Source: an optimization exercise on an open RTL-to-GDS flow (aim: small area and a short achievable clock period). Production flows keep margins and buffers that such runs may drop.
Only simulation tests tie the RTL to the original design; equivalence was not proved.
Power figures rest on the tool's default switching activity, not on a simulated workload.

--- design/flow/run.sh ---
#!/bin/bash
# synth_recipe.tcl (not shown) runs the flow's synth.tcl, then flattens the netlist and writes it again
# the make line also repeats each setting of config.mk as NAME=value (left out here)
make -C /OpenROAD-flow-scripts/flow DESIGN_CONFIG=/design/flow/config.mk WORK_HOME=/design/flow/orfs CLKGATE_MAP_FILE= SYNTH_SCRIPT=/design/flow/synth_recipe.tcl finish
--- design/flow/config.mk ---
export PLATFORM = sky130hd
export DESIGN_NAME = doodleGame
export DESIGN_NICKNAME = doodleGame
export VERILOG_FILES = /design/flow/design.v
export SDC_FILE = /design/flow/constraint.sdc
export NUM_CORES = 4
export LEC_CHECK = 0
export CAP_MARGIN = 20
export CORE_MARGIN = 2
export CORE_UTILIZATION = 40
export SLEW_MARGIN = 20
--- design/flow/constraint.sdc ---
create_clock -name core_clock -period 10.0 [get_ports {Reset}]
set_input_delay 2.0000 -clock core_clock [delete_from_list [all_inputs] [get_ports {Reset}]]
set_output_delay 2.0000 -clock core_clock [all_outputs]
set_load 0.01 [all_outputs]
--- design/flow/design.v ---
package doodlePkg;
	typedef logic [9:0] coordT;  
	typedef logic signed [9:0] velT;  
	typedef enum logic [1:0]
	{
		StMenu,
		StPlay,
		StPause,
		StOver
	} gameStateT;
	typedef enum logic [2:0]
	{
		ActNone,
		ActLeft,
		ActRight,
		ActStart,
		ActPause
	} keyActionT;
	typedef enum logic [1:0]
	{
		DiffEasy,
		DiffNormal,
		DiffHard
	} difficultyT;
	typedef struct packed
	{
		coordT x;
		coordT y;
	} spritePosT;
	typedef struct packed
	{
		coordT x;
		coordT y;
		logic active;
	} objStatusT;
	localparam int ObjW = 21;  
	localparam logic [7:0] KeyLeftA = 8'd4;
	localparam logic [7:0] KeyLeftB = 8'd80;
	localparam logic [7:0] KeyRightA = 8'd7;
	localparam logic [7:0] KeyRightB = 8'd79;
	localparam logic [7:0] KeyStart = 8'd40;
	localparam logic [7:0] KeyPause = 8'd19;
	localparam coordT ScreenWidth = 10'd640;
	localparam coordT ScreenBottom = 10'd479;
	localparam coordT DoodleSize = 10'd32;  
	localparam coordT StartY = 10'd100;
	localparam coordT MenuSlotEasy = 10'd230;
	localparam coordT MenuSlotNormal = 10'd330;
	localparam coordT MenuSlotHard = 10'd430;
endpackage
`timescale 1ns/100ps
module keyDecoder
(
	input logic Reset,
	input logic frame_clk,
	input logic [7:0] keycode,
	output doodlePkg::keyActionT action,
	output logic press
);
	logic [7:0] lastCode;  
	always_comb
	begin
		unique case (keycode)
			doodlePkg::KeyLeftA, doodlePkg::KeyLeftB:
				action = doodlePkg::ActLeft;
			doodlePkg::KeyRightA, doodlePkg::KeyRightB:
				action = doodlePkg::ActRight;
			doodlePkg::KeyStart:
				action = doodlePkg::ActStart;
			doodlePkg::KeyPause:
				action = doodlePkg::ActPause;
			default:
				action = doodlePkg::ActNone;
		endcase
	end
	assign press = (keycode != 8'd0) && (keycode != lastCode);
	always_ff @(posedge Reset or posedge frame_clk)
	begin
		if (frame_clk)
			lastCode <= 8'd0;
		else
			lastCode <= keycode;
	end
endmodule
`timescale 1ns/100ps
module gameStateCtrl
(
	input logic Reset,
	input logic frame_clk,
	input doodlePkg::keyActionT action,
	input logic press,
	input logic floorHit,
	output doodlePkg::gameStateT state,
	output doodlePkg::difficultyT difficulty
);
	logic startPress, pausePress, leftPress, rightPress;
	assign startPress = press && (action == doodlePkg::ActStart);
	assign pausePress = press && (action == doodlePkg::ActPause);
	assign leftPress = press && (action == doodlePkg::ActLeft);
	assign rightPress = press && (action == doodlePkg::ActRight);
	always_ff @(posedge Reset or posedge frame_clk)
	begin
		if (frame_clk)
		begin
			state <= doodlePkg::StMenu;
			difficulty <= doodlePkg::DiffNormal;
		end
		else
		begin
			unique case (state)
				doodlePkg::StMenu:
				begin
					if (startPress)
						state <= doodlePkg::StPlay;
					if (rightPress)
					begin
						unique case (difficulty)
							doodlePkg::DiffEasy: difficulty <= doodlePkg::DiffNormal;
							doodlePkg::DiffNormal: difficulty <= doodlePkg::DiffHard;
							default: difficulty <= doodlePkg::DiffEasy;
						endcase
					end
					else if (leftPress)
					begin
						unique case (difficulty)
							doodlePkg::DiffEasy: difficulty <= doodlePkg::DiffHard;
							doodlePkg::DiffHard: difficulty <= doodlePkg::DiffNormal;
							default: difficulty <= doodlePkg::DiffEasy;
						endcase
					end
				end
				doodlePkg::StPlay:
				begin
					if (floorHit)
						state <= doodlePkg::StOver;  
					else if (pausePress)
						state <= doodlePkg::StPause;
				end
				doodlePkg::StPause:
				begin
					if (pausePress)
						state <= doodlePkg::StPlay;
				end
				default:
				begin
					if (startPress)
						state <= doodlePkg::StMenu;  
				end
			endcase
		end
	end
endmodule
`timescale 1ns/100ps
module hitDetector
#(
	parameter int Count = 8,
	parameter int HalfW = 24,
	parameter int HalfH = 4
)
(
	input doodlePkg::spritePosT sprite,
	input logic [Count*doodlePkg::ObjW-1:0] objects,  
	output logic [Count-1:0] hit
);
	typedef logic signed [11:0] wideT;  
	wideT bottom, centreX;
	assign bottom = wideT'(sprite.y) + wideT'(doodlePkg::DoodleSize);  
	assign centreX = wideT'(sprite.x);
	genvar i;
	generate
		for (i = 0; i < Count; i++)
		begin : gObj
			doodlePkg::objStatusT obj;
			wideT objX, objY, dx;
			assign obj = objects[i*doodlePkg::ObjW +: doodlePkg::ObjW];
			assign objX = wideT'(obj.x);
			assign objY = wideT'(obj.y);
			assign dx = (centreX >= objX) ? centreX - objX : objX - centreX;
			assign hit[i] = obj.active
				&& (bottom >= objY - wideT'(HalfH))
				&& (bottom <= objY + wideT'(HalfH))
				&& (dx <= wideT'(HalfW + doodlePkg::DoodleSize));
		end
	endgenerate
endmodule
`timescale 1ns/100ps
module doodleMotion
#(
	parameter int NumPlatforms = 8,
	parameter int NumSprings = 2,
	parameter int JumpSpeed = 12,
	parameter int SpringSpeed = 20,
	parameter int MaxFall = 12,
	parameter int GravityDiv = 3,
	parameter int StepX = 4,
	parameter int ScrollLine = 240
)
(
	input logic Reset,
	input logic frame_clk,
	input doodlePkg::gameStateT state,
	input doodlePkg::difficultyT difficulty,
	input doodlePkg::keyActionT action,
	input logic [NumPlatforms-1:0] platHit,
	input logic [NumSprings-1:0] springHit,
	output doodlePkg::spritePosT sprite,
	output doodlePkg::velT speed,
	output doodlePkg::coordT scroll,
	output logic [19:0] score,
	output logic floorHit
);
	localparam int CntW = (GravityDiv > 1) ? $clog2(GravityDiv) : 1;
	typedef logic signed [11:0] wideT;
	doodlePkg::gameStateT prevState;
	logic [CntW-1:0] gravCnt, gravNext;
	logic enterPlay, falling, onFloor, gravStep;
	wideT yWide, xWide, newY, excess, xMoved;
	doodlePkg::spritePosT spriteNext;
	doodlePkg::velT speedNext, fallSpeed;
	doodlePkg::coordT scrollNext;
	logic [19:0] scoreNext;
	assign enterPlay = (state == doodlePkg::StPlay) && (prevState == doodlePkg::StMenu);
	assign falling = !speed[9];  
	assign yWide = wideT'(sprite.y);
	assign xWide = wideT'(sprite.x);
	assign onFloor = (yWide + wideT'(doodlePkg::DoodleSize)) >= wideT'(doodlePkg::ScreenBottom);
	assign newY = yWide + wideT'(speed);
	assign excess = wideT'(ScrollLine) - newY;
	assign gravStep = (gravCnt == CntW'(GravityDiv - 1));
	assign fallSpeed = (gravStep && (speed < doodlePkg::velT'(MaxFall))) ?
		speed + doodlePkg::velT'(1) : speed;
	always_comb
	begin
		xMoved = xWide;
		if (action == doodlePkg::ActLeft)
			xMoved = xWide - wideT'(StepX);
		else if (action == doodlePkg::ActRight)
			xMoved = xWide + wideT'(StepX);
		if (xMoved < 0)
			xMoved = xMoved + wideT'(doodlePkg::ScreenWidth);
		else if (xMoved >= wideT'(doodlePkg::ScreenWidth))
			xMoved = xMoved - wideT'(doodlePkg::ScreenWidth);
	end
	always_comb
	begin
		spriteNext = sprite;
		speedNext = speed;
		scrollNext = '0;
		scoreNext = score;
		gravNext = gravCnt;
		floorHit = 1'b0;
		unique case (state)
			doodlePkg::StMenu:
			begin
				unique case (difficulty)
					doodlePkg::DiffEasy: spriteNext.x = doodlePkg::MenuSlotEasy;
					doodlePkg::DiffNormal: spriteNext.x = doodlePkg::MenuSlotNormal;
					default: spriteNext.x = doodlePkg::MenuSlotHard;
				endcase
				scoreNext = '0;
				gravNext = gravStep ? '0 : gravCnt + CntW'(1);
				if (falling && onFloor)
					speedNext = doodlePkg::velT'(-JumpSpeed);  
				else
				begin
					spriteNext.y = newY[9:0];
					speedNext = fallSpeed;
				end
			end
			doodlePkg::StPlay:
			begin
				if (enterPlay)
				begin
					spriteNext.y = doodlePkg::StartY;
					speedNext = '0;
					scoreNext = '0;
					gravNext = '0;
				end
				else
				begin
					gravNext = gravStep ? '0 : gravCnt + CntW'(1);
					spriteNext.x = xMoved[9:0];
					if (falling && (|springHit))
						speedNext = doodlePkg::velT'(-SpringSpeed);  
					else if (falling && (|platHit))
						speedNext = doodlePkg::velT'(-JumpSpeed);
					else if (falling && onFloor)
					begin
						floorHit = 1'b1;
						spriteNext.x = sprite.x;  
					end
					else
					begin
						speedNext = fallSpeed;
						if (speed[9] && (newY < wideT'(ScrollLine)))
						begin
							spriteNext.y = doodlePkg::coordT'(ScrollLine);
							scrollNext = excess[9:0];
							scoreNext = score + {10'd0, excess[9:0]};
						end
						else
							spriteNext.y = newY[9:0];
					end
				end
			end
			default: ;  
		endcase
	end
	always_ff @(posedge Reset or posedge frame_clk)
	begin
		if (frame_clk)
		begin
			sprite.x <= doodlePkg::MenuSlotNormal;
			sprite.y <= doodlePkg::StartY;
			speed <= '0;
			scroll <= '0;
			score <= '0;
			gravCnt <= '0;
			prevState <= doodlePkg::StMenu;
		end
		else
		begin
			sprite <= spriteNext;
			speed <= speedNext;
			scroll <= scrollNext;
			score <= scoreNext;
			gravCnt <= gravNext;
			prevState <= state;
		end
	end
endmodule
`timescale 1ns/100ps
module doodleGame
#(
	parameter int NumPlatforms = 8,
	parameter int NumSprings = 2,
	parameter int PlatHalfW = 24,
	parameter int PlatHalfH = 4,
	parameter int SpringHalfW = 8,
	parameter int SpringHalfH = 4,
	parameter int JumpSpeed = 12,
	parameter int SpringSpeed = 20,
	parameter int MaxFall = 12,
	parameter int GravityDiv = 3,
	parameter int StepX = 4,
	parameter int ScrollLine = 240
)
(
	input logic Reset,
	input logic frame_clk,
	input logic [7:0] keycode,
	input logic [NumPlatforms*21-1:0] platforms,  
	input logic [NumSprings*21-1:0] springs,  
	output logic [19:0] sprite,  
	output logic [9:0] speed,
	output logic [9:0] scroll,
	output logic [19:0] score,
	output logic [1:0] state,
	output logic [1:0] difficulty,
	output logic [NumPlatforms-1:0] platHit
);
	doodlePkg::keyActionT action;
	logic press;
	logic floorHit;  
	logic [NumSprings-1:0] springHit;
	keyDecoder keys
	(
		.Reset(Reset),
		.frame_clk(frame_clk),
		.keycode(keycode),
		.action(action),
		.press(press)
	);
	gameStateCtrl control
	(
		.Reset(Reset),
		.frame_clk(frame_clk),
		.action(action),
		.press(press),
		.floorHit(floorHit),
		.state(state),
		.difficulty(difficulty)
	);
	hitDetector #(.Count(NumPlatforms), .HalfW(PlatHalfW), .HalfH(PlatHalfH)) platDetect
	(
		.sprite(sprite),
		.objects(platforms),
		.hit(platHit)
	);
	hitDetector #(.Count(NumSprings), .HalfW(SpringHalfW), .HalfH(SpringHalfH)) springDetect
	(
		.sprite(sprite),
		.objects(springs),
		.hit(springHit)
	);
	doodleMotion
	#(
		.NumPlatforms(NumPlatforms),
		.NumSprings(NumSprings),
		.JumpSpeed(JumpSpeed),
		.SpringSpeed(SpringSpeed),
		.MaxFall(MaxFall),
		.GravityDiv(GravityDiv),
		.StepX(StepX),
		.ScrollLine(ScrollLine)
	) motion
	(
		.Reset(Reset),
		.frame_clk(frame_clk),
		.state(state),
		.difficulty(difficulty),
		.action(action),
		.platHit(platHit),
		.springHit(springHit),
		.sprite(sprite),
		.speed(speed),
		.scroll(scroll),
		.score(score),
		.floorHit(floorHit)
	);
endmodule
==> impl_metrics.toml <==
[timing]
slew_headroom_pct = 33.50
layout_setup_ws_ns = 2.099
hold_slack_ns = 0.4670
period_minus_slack_ns = 7.901
finalClockSkew_ns = 0.004579
rsz0062_at_grt = "false"
worst_slew_pin_slew_ns = 0.9975
fin_setup_tns_ns = 0
slew_violations = 0
max_freq_mhz = 126.6
period_share_pct = 79.01
finalHoldViolations = 0
finalSetupViolCount = 0

[power]
p_comb_share_pct = 83.7
seq_power_share_pct = 10.1
power.leakage_nw = 10.45
p_int_mw = 2.575
power_frac_clock_pct = 6.3
power_switching_mw = 2.978
p_per_area_nw_per_um2 = 243.4
swShare_pct = 53.63
ir_drop_v = 0.0001713

[cts]
path_clk_slew_ns = 0.06
cts_tree = "yes"
ctsResizeCount = 0
cts_root_buf = "clkbuf_16"
cts.sinks = 75
ctsLongestPathBuffers = 2
cts_buffers = 9
hold_buffers = 0
cts_setup_buffers = 0
clkLatencyLatePin_ns = 0.33
htree_levels = 3

[global_routing]
grt_pass1_wl_um = 98490
grt_usage_pct = 24.52
first_global_vias = 18520
grt_max_degree = 76
overflow = 0
antenna_found_initial = 10

[final_layout]
stdcell_count = 3327
nets = 3355
final_util_pct = 48.81
syn2layout_area_growth_pct = 20.11
drive_gt1_share_pct = 3.385

[worst_setup_path]
cp-end-kind = "output port"
r2r_slack_ns = 3.95
worstPathMaxFanout = 7
start_kind = "input port"
cp.required_ns = 8.00
cp_data_arrival_time_ns = 5.90
reg2regPathDepth = 14
crit_type = "input port to output port"

[placement]
hpwl_um = 49340
port_buffers = 290
gp_congestion = 0.9045
placed_cells = 3309
dpl_worst_slack_ns = 2.190

[die]
fp.dieH_um = 221.9
num_rows = 79
core_um2 = 46750
fp.dieArea_um2 = 49260
initial_core_util_pct = 40.63
die_width_um = 221.9
boundaryPins = 292

[drt]
vias = 19120
drtIter0Drc = 1191
wl_per_cell_um = 18.74
drt_pre_antenna_iters = 5
ant_nets = 0
drt_wl_total_um = 62360
vias_per_cell = 5.745
drc = 0

[logic_synthesis]
synth_compound_area_share_pct = 23.47
ys_warn_count = 3
synthMuxAreaShare_pct = 1.989
synth_simple_gate_area_share_pct = 20.60
synth_area_um2 = 19000
synth_common_cells = "ha_1, inv_1, nor2_1, a21oi_1, nand2_1"
synth_top_area_share_pct = 27.66
synth_top_family_by_area = "adder cells"
synthArstFlopShare_pct = 100.0
seq_area_frac_synth_pct = 9.932
syn_nets = 3112
syn-mean-instance-area_um2 = 7.692
synthTopCellsByArea = "ha_1, dfrtp_1, xor2_1, xnor2_1, inv_1"
yosysTopAreaCell = "ha_1"
synth_edf_count = 0
synthXorXnorAreaFrac_pct = 10.19
yosysMostFrequentCell = "ha_1"
syn_inst = 2470
ys_types = 93
yosys.area_share.adder_pct = 27.87
synth_flop_cell = "dfrtp_1"
ys_ff_latch = 75

[run]
cap_violations = 0

[hold_path]
hold_path_class = "flip-flop to flip-flop"
hold_depth = 0

[outcome]
outcome = "timing/DRC/antenna clean"
[registers in the layout (all words and copies together) (netlist names)]
name and cells:
motion.score 20, motion.gravCnt 2, motion.speed 10, control.state 2, motion.sprite 19, control.difficulty 2
keys.lastCode 8, motion.scroll 10, motion.prevState 2
[worst paths after layout]
check	startpoint	to
max	platforms[66]	platHit[3]
min	control.state[0]	motion.prevState[0]
max reg2reg	motion.sprite[13]	motion.speed[1]
min reg2reg	control.state[0]	motion.prevState[0]
max in group asynchronous	frame_clk	motion.sprite[7]
min in group asynchronous	frame_clk	motion.score[18]
[final cells by class]
cell class	count	area (µm²)
fillers	4639	23940
diodes	2	5.005
clock inverters	6	91.34
well taps	607	759.5
flip-flops and latches	75	1887
multi-input cells	2108	16000
repair buffers	313	3075
clock buffers	10	229.0
inverters	206	773.2
[per-stage QoR]
step / total power, mW / cell area, µm²
6_report: 5.553 / 22820
5_1_grt: 6.150 / 22820
4_1_cts: 5.556 / 22810
3_5_place_dp: 5.169 / 22490
3_3_place_gp: 5.066 / 22490
2_1_floorplan: 3.811 / 19000
[power by group through the flow]
stage	combinational (mW)	clock, mW	sequential (mW)
5_1_grt	5.21	0.368	0.573
3_3_place_gp	4.50	0	0.564
3_5_place_dp	4.61	0	0.563
6_report	4.65	0.349	0.558
4_1_cts	4.64	0.356	0.559
2_1_floorplan	3.24	0	0.574
[kinds of logic (layout without fill, tap and decap cells)]
| family | after synthesis | in the layout |
|---|---|---|
| XOR/XNOR | 221 | 221 |
| buffers and inverters | 287 | 535 |
| other | 1 | 3 |
| AO/OA/AOI/OAI | 664 | 664 |
| adder cells (fa/ha/maj) | 422 | 422 |
| flip-flops | 75 | 75 |
| multiplexers | 35 | 35 |
| AND/OR/NAND/NOR | 765 | 765 |
[layout by cell type (no fill, tap or decap), types with 12 or more instances in the layout]
cell type and instances:
a2111oi_0 15, a211o_1 12, a211oi_1 32, a21o_1 75
a21oi_1 154, a31oi_1 44, and2_1 14, and3_1 37
buf_4 23, clkdlybuf4s50_1 290, dfrtp_1 67, ha_1 420
inv_1 205, mux2i_1 22, nand2_1 150, nand2b_1 38
nand3_1 105, nand3b_1 14, nand4_1 37, nor2_1 161
nor2b_1 36, nor3_1 70, nor4_1 20, o2111ai_1 15
o211ai_1 17, o21a_1 25, o21ai_0 113, o21bai_1 14
o31ai_1 25, or2_2 16, or3_1 19, xnor2_1 110
xor2_1 110
[routing by layer]
| metal | routed length [µm] | global-route usage (%) | up-vias | part of all wire, % |
|---|---|---|---|---|
| li1 | - | - | 9490 | - |
| met1 | 28820 | 32.80 | 8981 | 46 |
| met2 | 28800 | 41.64 | 541 | 46 |
| met3 | 3440 | 3.552 | 89 | 5.5 |
| met4 | 1208 | 5.471 | 14 | 1.9 |
| met5 | 95 | 0 | - | 0.15 |
[worst max-delay path, stage by stage]
cell and delay [ns]:
clkdlybuf4s50_1 0.61, and3_1 0.20, nand3_1 0.10, or2_2 0.33, xor2_1 0.15, ha_1 0.30, nand3_1 0.13, nor3_1 0.07
a2111oi_0 0.38, o211ai_1 0.29, a211oi_1 0.59, clkdlybuf4s50_1 0.74

afterwards: timing with drivers on the ports:
The flow's constraints put no driver on any port. The routed layout listed below was extracted and timed again, unchanged, in two steps. Step 1: set_driving_cell puts a clkbuf_16 on Reset and a buf_2 on each other input, an assumption about the parent block. Step 2 also shifts input and output timing later by t, the mid clock arrival at the registers, as if the neighbouring blocks saw the same clock. Three values: ideal, step 1, step 2; two values: the first two.
t, ns: 0.368
setup slack, ns: 2.099 / 2.072 / 2.072
worst hold slack (ns): 0.467 / 0.467 / 0.467
worst register clock-pin slew, ns: 0.06 / 0.06
cell pins on the clock port's net: 1
After both steps this run still meets setup and hold. The setup slack of this run moves by -0.027 ns with the drivers and by -0.027 ns with both steps.
